This design comes from an exercise in tuning for small area, a short achievable clock period and few clock cycles on the open sky130 flow, not from production work.
Only simulation tests tie the RTL to the original design; equivalence was not proved.
No activity file was given, so power comes from the tool's default toggle rates.

### flow/design.v
package pixgen_pkg;
    typedef enum logic [2:0] {
        await_addr_and_data = 3'b000,
        await_data          = 3'b001,
        await_addr          = 3'b010,
        do_write            = 3'b100,
        await_resp          = 3'b101
    } axil_wstate_e;
    typedef enum logic [1:0] {
        await_raddr = 2'b00,
        fetch       = 2'b01,
        await_read  = 2'b10
    } axil_rstate_e;
    typedef enum logic [1:0] {
        resp_okay   = 2'b00,
        resp_slverr = 2'b10
    } axil_resp_e;
    typedef enum logic [2:0] {
        cap_idle, cap_read, cap_acc, cap_write, cap_done
    } cap_state_e;
    typedef logic signed [3:0] coef_t;
    typedef struct packed {
        coef_t [8:0] coef;    
        logic  [3:0] shift;   
    } conv_cfg_t;
    typedef struct packed {
        logic       valid;
        logic [5:0] addr;   
        logic [7:0] data;
    } feat_wr_t;
    typedef struct packed {
        logic [7:0] gray;
        logic       sof;    
        logic       eol;    
    } pix_beat_t;
endpackage
`timescale 1ns/100ps
module axil_regs (
    input  logic                       s_axi_lite_aclk,
    input  logic                       axi_resetn,
    input  logic [8-1:0] s_axi_lite_araddr,
    output logic                       s_axi_lite_arready,
    input  logic                       s_axi_lite_arvalid,
    input  logic [8-1:0] s_axi_lite_awaddr,
    output logic                       s_axi_lite_awready,
    input  logic                       s_axi_lite_awvalid,
    input  logic                       s_axi_lite_bready,
    output logic [1:0]                 s_axi_lite_bresp,
    output logic                       s_axi_lite_bvalid,
    output logic [31:0]                s_axi_lite_rdata,
    input  logic                       s_axi_lite_rready,
    output logic [1:0]                 s_axi_lite_rresp,
    output logic                       s_axi_lite_rvalid,
    input  logic [31:0]                s_axi_lite_wdata,
    output logic                       s_axi_lite_wready,
    input  logic                       s_axi_lite_wvalid,
    output logic                       start,
    output logic                       frame_en,
    output pixgen_pkg::conv_cfg_t      cfg,
    input  logic                       busy,
    input  logic                       done,
    input  logic [31:0]                frame_count
);
    localparam int IW = $clog2(8);
    logic [31:0]              regs [0:8-1];
    pixgen_pkg::axil_wstate_e wstate;
    pixgen_pkg::axil_rstate_e rstate;
    logic [IW-1:0]            waddr, raddr;   
    logic [31:0]              wdata_q, rmux;
    always_ff @(posedge s_axi_lite_aclk) begin
        if (!axi_resetn) begin
            wstate <= pixgen_pkg::await_addr_and_data;
            start  <= 1'b0;
            for (int i = 0; i < 8; i++) begin
                regs[i] <= '0;
            end
        end else begin
            start <= 1'b0;   
            case (wstate)
                pixgen_pkg::await_addr_and_data: begin
                    if (s_axi_lite_awvalid) waddr <= s_axi_lite_awaddr[2 +: IW];
                    if (s_axi_lite_wvalid) wdata_q <= s_axi_lite_wdata;
                    case ({s_axi_lite_awvalid, s_axi_lite_wvalid})
                        2'b11:   wstate <= pixgen_pkg::do_write;
                        2'b10:   wstate <= pixgen_pkg::await_data;
                        2'b01:   wstate <= pixgen_pkg::await_addr;
                        default: wstate <= pixgen_pkg::await_addr_and_data;
                    endcase
                end
                pixgen_pkg::await_data: if (s_axi_lite_wvalid) begin
                    wdata_q <= s_axi_lite_wdata;
                    wstate  <= pixgen_pkg::do_write;
                end
                pixgen_pkg::await_addr: if (s_axi_lite_awvalid) begin
                    waddr  <= s_axi_lite_awaddr[2 +: IW];
                    wstate <= pixgen_pkg::do_write;
                end
                pixgen_pkg::do_write: begin
                    if (waddr == '0) begin
                        regs[0] <= {wdata_q[31:1], 1'b0};   
                        start   <= wdata_q[0];
                    end else if (waddr != IW'(3) && waddr != IW'(4)) begin
                        regs[waddr] <= wdata_q;   
                    end
                    wstate <= pixgen_pkg::await_resp;
                end
                pixgen_pkg::await_resp:
                    if (s_axi_lite_bready) wstate <= pixgen_pkg::await_addr_and_data;
                default: wstate <= pixgen_pkg::await_addr_and_data;
            endcase
        end
    end
    assign s_axi_lite_awready = (wstate == pixgen_pkg::await_addr_and_data) ||
                                (wstate == pixgen_pkg::await_addr);
    assign s_axi_lite_wready  = (wstate == pixgen_pkg::await_addr_and_data) ||
                                (wstate == pixgen_pkg::await_data);
    assign s_axi_lite_bvalid  = (wstate == pixgen_pkg::await_resp);
    assign s_axi_lite_bresp   = pixgen_pkg::resp_okay;   
    always_comb begin
        case (raddr)
            IW'(3):  rmux = {30'd0, busy, done};   
            IW'(4):  rmux = frame_count;
            default: rmux = regs[raddr];
        endcase
    end
    always_ff @(posedge s_axi_lite_aclk) begin
        if (!axi_resetn) begin
            rstate <= pixgen_pkg::await_raddr;
        end else begin
            case (rstate)
                pixgen_pkg::await_raddr: if (s_axi_lite_arvalid) begin
                    raddr  <= s_axi_lite_araddr[2 +: IW];
                    rstate <= pixgen_pkg::fetch;
                end
                pixgen_pkg::fetch: begin
                    s_axi_lite_rdata <= rmux;   
                    rstate           <= pixgen_pkg::await_read;
                end
                pixgen_pkg::await_read:
                    if (s_axi_lite_rready) rstate <= pixgen_pkg::await_raddr;
                default: rstate <= pixgen_pkg::await_raddr;
            endcase
        end
    end
    assign s_axi_lite_arready = (rstate == pixgen_pkg::await_raddr);
    assign s_axi_lite_rvalid  = (rstate == pixgen_pkg::await_read);
    assign s_axi_lite_rresp   = pixgen_pkg::resp_okay;
    always_comb begin
        for (int k = 0; k < 8; k++) begin
            cfg.coef[k] = regs[1][4*k +: 4];
        end
        cfg.coef[8] = regs[2][3:0];
        cfg.shift   = regs[0][11:8];
    end
    assign frame_en = regs[0][1];
endmodule
`timescale 1ns/100ps
module conv_capture (
    input  logic                  s_axi_lite_aclk,
    input  logic                  axi_resetn,
    input  logic                  start,
    input  pixgen_pkg::conv_cfg_t cfg,
    output logic [5:0]            img_addr,
    input  logic [7:0]            img_rdata,
    output pixgen_pkg::feat_wr_t  feat_wr,
    output logic                  busy,
    output logic                  done
);
    pixgen_pkg::cap_state_e state;
    logic [2:0]             row, col;   
    logic [1:0]             kr, kc;     
    logic [3:0]             tap;
    logic signed [15:0]     sum, prod, shifted;
    logic [7:0]             clamped;
    assign tap      = 4'(kr * 3 + kc);
    assign img_addr = 6'((row + kr) * 8 + col + kc);
    assign prod     = $signed(cfg.coef[tap]) * $signed({1'b0, img_rdata});   
    assign shifted  = sum >>> cfg.shift;
    always_comb begin
        if (shifted < 0) begin
            clamped = 8'd0;
        end else if (shifted > 16'sd255) begin
            clamped = 8'd255;
        end else begin
            clamped = shifted[7:0];
        end
    end
    always_ff @(posedge s_axi_lite_aclk) begin
        if (!axi_resetn) begin
            state         <= pixgen_pkg::cap_idle;
            feat_wr.valid <= 1'b0;
            row           <= '0;
            col           <= '0;
            kr            <= '0;
            kc            <= '0;
        end else begin
            feat_wr.valid <= 1'b0;
            case (state)
                pixgen_pkg::cap_idle, pixgen_pkg::cap_done: if (start) begin
                    row   <= '0;
                    col   <= '0;
                    kr    <= '0;
                    kc    <= '0;
                    sum   <= '0;
                    state <= pixgen_pkg::cap_read;
                end
                pixgen_pkg::cap_read: state <= pixgen_pkg::cap_acc;   
                pixgen_pkg::cap_acc: begin
                    sum   <= sum + prod;
                    state <= pixgen_pkg::cap_read;
                    if (kc == 2'(3 - 1)) begin
                        kc <= '0;
                        if (kr == 2'(3 - 1)) begin
                            kr    <= '0;
                            state <= pixgen_pkg::cap_write;   
                        end else begin
                            kr <= kr + 2'd1;
                        end
                    end else begin
                        kc <= kc + 2'd1;
                    end
                end
                pixgen_pkg::cap_write: begin
                    feat_wr.valid <= 1'b1;
                    feat_wr.addr  <= 6'(row * 6 + col);
                    feat_wr.data  <= clamped;
                    sum     <= '0;
                    state   <= pixgen_pkg::cap_read;
                    if (col == 3'(6 - 1)) begin
                        col <= '0;
                        if (row == 3'(6 - 1)) begin
                            state <= pixgen_pkg::cap_done;   
                        end else begin
                            row <= row + 3'd1;
                        end
                    end else begin
                        col <= col + 3'd1;
                    end
                end
                default: state <= pixgen_pkg::cap_idle;
            endcase
        end
    end
    assign busy = (state == pixgen_pkg::cap_read) || (state == pixgen_pkg::cap_acc) ||
                  (state == pixgen_pkg::cap_write);
    assign done = (state == pixgen_pkg::cap_done);   
endmodule
`timescale 1ns/100ps
module feature_tiler (
    input  logic                  s_axi_lite_aclk,
    input  logic                  axi_resetn,
    input  logic                  start,
    input  logic                  frame_en,
    input  pixgen_pkg::feat_wr_t  feat_wr,
    input  logic                  cap_done,
    output pixgen_pkg::pix_beat_t beat,
    output logic                  beat_valid,
    input  logic                  credit_return,
    output logic [31:0]           frame_count
);
    localparam int CW = $clog2(4 + 1);
    logic [7:0]    fbuf [0:6 * 6 - 1];
    logic          feat_valid, active, spend;
    logic [3:0]    x, y;         
    logic [CW-1:0] credit_cnt;   
    logic [5:0]    rd_addr;
    assign rd_addr = 6'(y[3:1] * 6 + x[3:1]);   
    assign spend   = active && (credit_cnt != '0);
    always_ff @(posedge s_axi_lite_aclk) begin
        if (feat_wr.valid) fbuf[feat_wr.addr] <= feat_wr.data;
    end
    always_ff @(posedge s_axi_lite_aclk) begin
        if (spend) begin
            beat.gray <= fbuf[rd_addr];
            beat.sof  <= (x == 4'd0) && (y == 4'd0);
            beat.eol  <= x == 4'(12 - 1);
        end
    end
    always_ff @(posedge s_axi_lite_aclk) begin
        if (!axi_resetn) begin
            feat_valid  <= 1'b0;
            active      <= 1'b0;
            x           <= '0;
            y           <= '0;
            credit_cnt  <= CW'(4);
            beat_valid  <= 1'b0;
            frame_count <= '0;
        end else begin
            credit_cnt <= credit_cnt - spend + credit_return;
            beat_valid <= spend;
            if (start) begin
                feat_valid <= 1'b0;   
            end else if (cap_done) begin
                feat_valid <= 1'b1;
            end
            if (!active) begin
                active <= feat_valid && frame_en;
            end else if (spend) begin
                if (x == 4'd0 && y == 4'd0) frame_count <= frame_count + 32'd1;
                if (x == 4'(12 - 1)) begin
                    x <= '0;
                    if (y == 4'(12 - 1)) begin
                        y      <= '0;
                        active <= 1'b0;   
                    end else begin
                        y <= y + 4'd1;
                    end
                end else begin
                    x <= x + 4'd1;
                end
            end
        end
    end
endmodule
`timescale 1ns/100ps
module stream_packer (
    input  logic                  s_axi_lite_aclk,
    input  logic                  axi_resetn,
    input  pixgen_pkg::pix_beat_t beat,
    input  logic                  beat_valid,
    output logic                  credit_return,
    output logic [31:0]           out_stream_tdata,
    output logic [3:0]            out_stream_tkeep,
    output logic                  out_stream_tlast,
    output logic [0:0]            out_stream_tuser,
    output logic                  out_stream_tvalid,
    input  logic                  out_stream_tready
);
    localparam int DEPTH = 4;
    localparam int PW    = $clog2(DEPTH);
    logic [9:0]            fifo [0:DEPTH-1];   
    pixgen_pkg::pix_beat_t head;
    logic [PW-1:0]         wr_ptr, rd_ptr;   
    logic [PW:0]           count;
    logic                  pop;
    assign head = fifo[rd_ptr];
    assign pop  = out_stream_tvalid && out_stream_tready;
    always_ff @(posedge s_axi_lite_aclk) begin
        if (beat_valid) fifo[wr_ptr] <= beat;
    end
    always_ff @(posedge s_axi_lite_aclk) begin
        if (!axi_resetn) begin
            wr_ptr        <= '0;
            rd_ptr        <= '0;
            count         <= '0;
            credit_return <= 1'b0;
        end else begin
            wr_ptr        <= wr_ptr + PW'(beat_valid);
            rd_ptr        <= rd_ptr + PW'(pop);
            count         <= count + beat_valid - pop;
            credit_return <= pop;   
        end
    end
    assign out_stream_tvalid = (count != '0);
    assign out_stream_tdata  = {8'h00, head.gray, head.gray, head.gray};   
    assign out_stream_tkeep  = 4'hF;
    assign out_stream_tlast  = head.eol;
    assign out_stream_tuser  = head.sof;
endmodule
`timescale 1ns/100ps
module pixel_generator (
    input  logic                       s_axi_lite_aclk,
    input  logic                       axi_resetn,
    input  logic [8-1:0] s_axi_lite_araddr,
    output logic                       s_axi_lite_arready,
    input  logic                       s_axi_lite_arvalid,
    input  logic [8-1:0] s_axi_lite_awaddr,
    output logic                       s_axi_lite_awready,
    input  logic                       s_axi_lite_awvalid,
    input  logic                       s_axi_lite_bready,
    output logic [1:0]                 s_axi_lite_bresp,
    output logic                       s_axi_lite_bvalid,
    output logic [31:0]                s_axi_lite_rdata,
    input  logic                       s_axi_lite_rready,
    output logic [1:0]                 s_axi_lite_rresp,
    output logic                       s_axi_lite_rvalid,
    input  logic [31:0]                s_axi_lite_wdata,
    output logic                       s_axi_lite_wready,
    input  logic                       s_axi_lite_wvalid,
    output logic [5:0]                 img_addr,
    input  logic [7:0]                 img_rdata,
    output logic [31:0]                out_stream_tdata,
    output logic [3:0]                 out_stream_tkeep,
    output logic                       out_stream_tlast,
    output logic [0:0]                 out_stream_tuser,
    output logic                       out_stream_tvalid,
    input  logic                       out_stream_tready
);
    logic                  start, frame_en, busy, done;
    logic                  beat_valid, credit_return;
    logic [31:0]           frame_count;
    pixgen_pkg::conv_cfg_t cfg;
    pixgen_pkg::feat_wr_t  feat_wr;
    pixgen_pkg::pix_beat_t beat;
    axil_regs u_regs (
        .s_axi_lite_aclk, .axi_resetn,
        .s_axi_lite_araddr, .s_axi_lite_arready, .s_axi_lite_arvalid,
        .s_axi_lite_awaddr, .s_axi_lite_awready, .s_axi_lite_awvalid,
        .s_axi_lite_bready, .s_axi_lite_bresp, .s_axi_lite_bvalid,
        .s_axi_lite_rdata, .s_axi_lite_rready, .s_axi_lite_rresp, .s_axi_lite_rvalid,
        .s_axi_lite_wdata, .s_axi_lite_wready, .s_axi_lite_wvalid,
        .start, .frame_en, .cfg, .busy, .done, .frame_count
    );
    conv_capture u_capture (
        .s_axi_lite_aclk, .axi_resetn, .start, .cfg,
        .img_addr, .img_rdata, .feat_wr, .busy, .done
    );
    feature_tiler u_tiler (
        .s_axi_lite_aclk, .axi_resetn, .start, .frame_en, .feat_wr,
        .cap_done (done),
        .beat, .beat_valid, .credit_return, .frame_count
    );
    stream_packer u_packer (
        .s_axi_lite_aclk, .axi_resetn, .beat, .beat_valid, .credit_return,
        .out_stream_tdata, .out_stream_tkeep, .out_stream_tlast,
        .out_stream_tuser, .out_stream_tvalid, .out_stream_tready
    );
endmodule
### flow/run.sh
#!/bin/bash
# synth_recipe.tcl (not shown) runs the flow's synth.tcl, then flattens the netlist and writes it again
# the make line also repeats each setting of config.mk as NAME=value (left out here)
make -C /OpenROAD-flow-scripts/flow DESIGN_CONFIG=/design/flow/config.mk WORK_HOME=/design/flow/orfs CLKGATE_MAP_FILE= SYNTH_SCRIPT=/design/flow/synth_recipe.tcl finish
### flow/config.mk
export PLATFORM = sky130hd
export DESIGN_NAME = pixel_generator
export DESIGN_NICKNAME = pixel_generator
export VERILOG_FILES = /design/flow/design.v
export SDC_FILE = /design/flow/constraint.sdc
export NUM_CORES = 4
export LEC_CHECK = 0
export CAP_MARGIN = 20
export CORE_MARGIN = 2
export CORE_UTILIZATION = 40
export SLEW_MARGIN = 20
### flow/constraint.sdc
create_clock -name core_clock -period 10.0 [get_ports {s_axi_lite_aclk}]
set_input_delay 2.0000 -clock core_clock [delete_from_list [all_inputs] [get_ports {s_axi_lite_aclk}]]
set_output_delay 2.0000 -clock core_clock [all_outputs]
set_load 0.01 [all_outputs]
==> run notes <==
==> layout make-up <==
| class | count | area share, % |
|---|---|---|
| Clock buffer | 119 | 6.09 |
| Timing Repair Buffer | 160 | 4.06 |
| Inverter | 61 | 0.578 |
| Tap cell | 1144 | 3.59 |
| Clock inverter | 29 | 0.512 |
| Multi-Input combinational cell | 1292 | 28.9 |
| Sequential cell | 771 | 56.2 |
==> worst paths after layout <==
| path | startpoint | to | slack, ns | cells after the start |
|---|---|---|---|---|
| min | u_regs.start | u_tiler.feat_valid | 0.47 | 1 |
| min reg2reg | u_regs.start | u_tiler.feat_valid | 0.47 | 1 |
| max | u_capture.kr[1] | u_capture.sum[15] | 1.30 | 30 |
| max reg2reg | u_capture.kr[1] | u_capture.sum[15] | 1.30 | 30 |
==> where the power goes <==
part           switching (mW)  internal [mW]
logic                   0.276          0.278
registers              0.0669           3.57
clock network            1.22           1.71
total                    1.56           5.56
==> per-layer routing <==
layer | vias to the layer above | share of wire, %
met4 | 6 | 2.6
met1 | 9382 | 43
li1 | 8510 | -
met2 | 512 | 48
met3 | 119 | 5.8
met5 | - | 0.048
==> synth_stat cells (5+ instances only) <==
cell type	n
ha_1	72
buf_2	19
nand2_1	97
a211oi_1	12
xnor2_1	44
mux2i_1	57
a21oi_1	68
or3_1	13
dfxtp_1	77
a21o_1	7
and3_1	10
and2_1	223
or2_2	7
nor2b_1	14
o21ai_0	63
nand2b_1	19
mux4_2	174
xor2_1	20
edfxtp_1	694
buf_4	32
buf_1	9
inv_1	59
mux2_2	9
nor3_2	11
fa_1	24
nor3_1	21
and4_1	5
nor3b_1	8
nand4_1	11
clkbuf_1	67
buf_6	5
nor2_1	145
nand3_1	19
==> worst max-delay path, delay by kind of cell (launching register included) <==
kind            cells  cell delay (ns)
fa+ha+maj           9             3.99
simple gates        8             2.14
compound gates      6             1.15
buf+inv             6             0.62
flops               1             0.42
xor+xnor            1             0.13
==> registers in the layout, summed over array words and instances (netlist names), 3 cells and up, named ones only <==
name,flops
u_regs.waddr,3
u_tiler.x,4
u_regs.s_axi_lite_rdata,32
u_capture.sum,16
u_tiler.frame_count,32
u_packer.count,3
u_tiler.credit_cnt,3
u_tiler.y,4
u_capture.col,3
u_tiler.beat,10
u_capture.feat_wr,15
u_regs.raddr,3
u_regs.wdata_q,32
u_tiler.fbuf,288
u_capture.state,3
u_regs.wstate,3
u_packer.fifo,40
u_capture.row,3
u_regs.regs,256
==> per-stage QoR <==
stage               hold slack (ns)  util [%]  setup WS (ns)
finish                        0.469      46.8           1.30
global route                  0.494      46.8          0.660
CTS                           0.468      46.6           1.26
detailed placement            0.465      43.5           1.26
global placement              0.462      43.5           1.43
floorplan                     0.433         -           2.23
==> cell families after synthesis <==
family	Yosys count	share of synthesized area [%]
AND/OR/NAND/NOR	623	9.91
XOR/XNOR	64	1.63
AO/OA/AOI/OAI	187	3.30
flip-flops	771	65.1
buffers and inverters	193	2.63
adder cells (fa/ha/maj)	96	4.02
multiplexers	241	13.4
other	2	0.0218
==> key figures <==
Status
  • Status: finished clean

Final layout
  • Commonest non-fill, non-tap cell in the layout: edfxtp_1
  • P&R area growth vs syn: 15.8%
  • Reg area: 22,400 um2
  • Fin area: 39,800 um2
  • Layout fillers: 7,343
  • Commonest non-fill, non-tap cells in the layout: edfxtp_1, and2_1, mux4_2
  • Finished Layout Cells: 3,576
  • Layout cells sized above 1: between 10% and 20%
  • Multi-input logic area: 11,500 um2
  • Antenna diodes: 0
  • Final #Nets: 2,528

Yosys
  • Yosys warning count: 4
  • Avg Inst Size Synth: 15.8 um2
  • Synth async-reset ratio: 0%
  • Sequential share of the synthesized area: between 60% and 70%
  • Synth cell types: 70
  • Post-synthesis instance total: 2,177
  • Share of the synthesized area in the top cell type: between 60% and 70%
  • Register bit total from synthesis: 771
  • Ys flop type: edfxtp_1
  • Synth area leaders: edfxtp_1, mux4_2, dfxtp_1, and2_1, ha_1
  • Yosys top cell by area: edfxtp_1
  • Post-synth EDFFs: a little under 700
  • Post-Syn Area: approximately 34,000 um2

Power and ir drop
  • Overall Power: 7.12 mW
  • Power Dens Cells: between 150 and 200 nW/um2
  • Worst vdd ir: 0.000146 V
  • Lkg Pwr: 13.7 nW

Place
  • Placer Congestion: about 0.77
  • PortBufs: 123
  • HPWL after DPL: 50,300 um
  • Post-Place Cells: 3,421
  • Placement Cell Area: between 30,000 and 40,000 um2

STA
  • Rel. slew slack: roughly a quarter
  • Setup TNS: 0 ns
  • RSZ-0062 raised after global routing: no
  • Hold Vio Cnt, Final: 0
  • Final Cycle Share: 87.0%
  • Worst Max-Slew Pin Slew: between 1 and 1.5 ns
  • Final setup vio count: 0
  • Crit path time final: 8.70 ns
  • Clock Skew: 0.0224 ns
  • Achievable clock frequency: around 0.11 GHz
  • Max Slew Vio Count: 0

Setup path
  • Critical path class: flip-flop to flip-flop
  • Max Fanout on Critical Path: 10
  • Crit path largest cell delay: 0.85 ns
  • Most frequent CP cell: fa_1
  • CP arrival: 9.06 ns
  • Worst Setup End Kind: flip-flop
  • Critical Path Start Type: flip-flop
  • Crit path required time: 10.35 ns
  • Slowest stage cell on the critical path: fa_1

Clocking
  • CTS Root Cell: clkbuf_16
  • Setup bufs post-CTS: 0
  • H-tree Lvls: 3
  • CTS clk-pin slew, worst paths: ~0.060 ns
  • Latest clock arrival within the worst-skew pair: 0.62 ns
  • # clock sinks: 771
  • CTS tree: yes
  • Resized Gates After CTS: 0
  • Clk buf depth: 3
  • CTS Buf Count: 82
  • Hold_buf cts: 0

Global routing
  • Initial antenna violation count: 4
  • All-Layer GR Usage: 17.3%
  • GRT overflow: 0
  • Vias in the first global route: about 19,000
  • Routing usage on met2: 28.7%
  • Largest net degree at the start of global routing: 73
  • Met1 GRT Util: 23.3%
  • First-pass GRT wire length: about 120,000 um
  • Met3 Usage GRT: 3.23%
  • GR peak layer: met2

Floorplanning
  • Total die area: ~88,000 um2
  • Die H: approximately 300 um
  • Placeable Area: between 80,000 and 90,000 um2
  • # rows: 107
  • I/O pin cnt: 150
  • Initial core utilization: between 40% and 50%
  • Die width: around 300 um

Routing
  • Post-DRT Antenna Nets: 0
  • Routed length per instance: about 21 um
  • Vias: 18,500
  • First-pass DRT Iterations: 5
  • # DRC: 0
  • Initial DRC Count: 1,371
  • Vias per cell: 5.18
  • Post-Route WL: 76,700 um

Min path
  • Worst hold path class: flip-flop to flip-flop

Flow run
  • Max-cap viol count: 0
Testbench counts, summed over its fixed seeds: cycles 27,144.

==> static timing again, ports no longer ideal <==
Ports are ideal in the flow. The routed layout listed here was re-timed in OpenROAD. Step 1 sets driving cells, clkbuf_16 on the clock port and buf_2 on the other inputs (assumed; they add their load-dependent delay and slew). Step 2 adds t to the input delays and takes it off the output delays; t is the mean of the earliest and latest rising clock arrival at the registers after step 1. Input paths then give back, and output paths get back, about the clock's delay inside the block. Three values: no drivers, after step 1, after step 2; two values: the first two.
shift t [ns]: 0.680
slack for setup (ns): 1.296 / 1.296 / 1.296
cell pins on the clock port's net: 1
After both steps this run still meets setup and hold. The setup slack of this run moves by 0.000 ns with the drivers and by 0.000 ns with both steps.
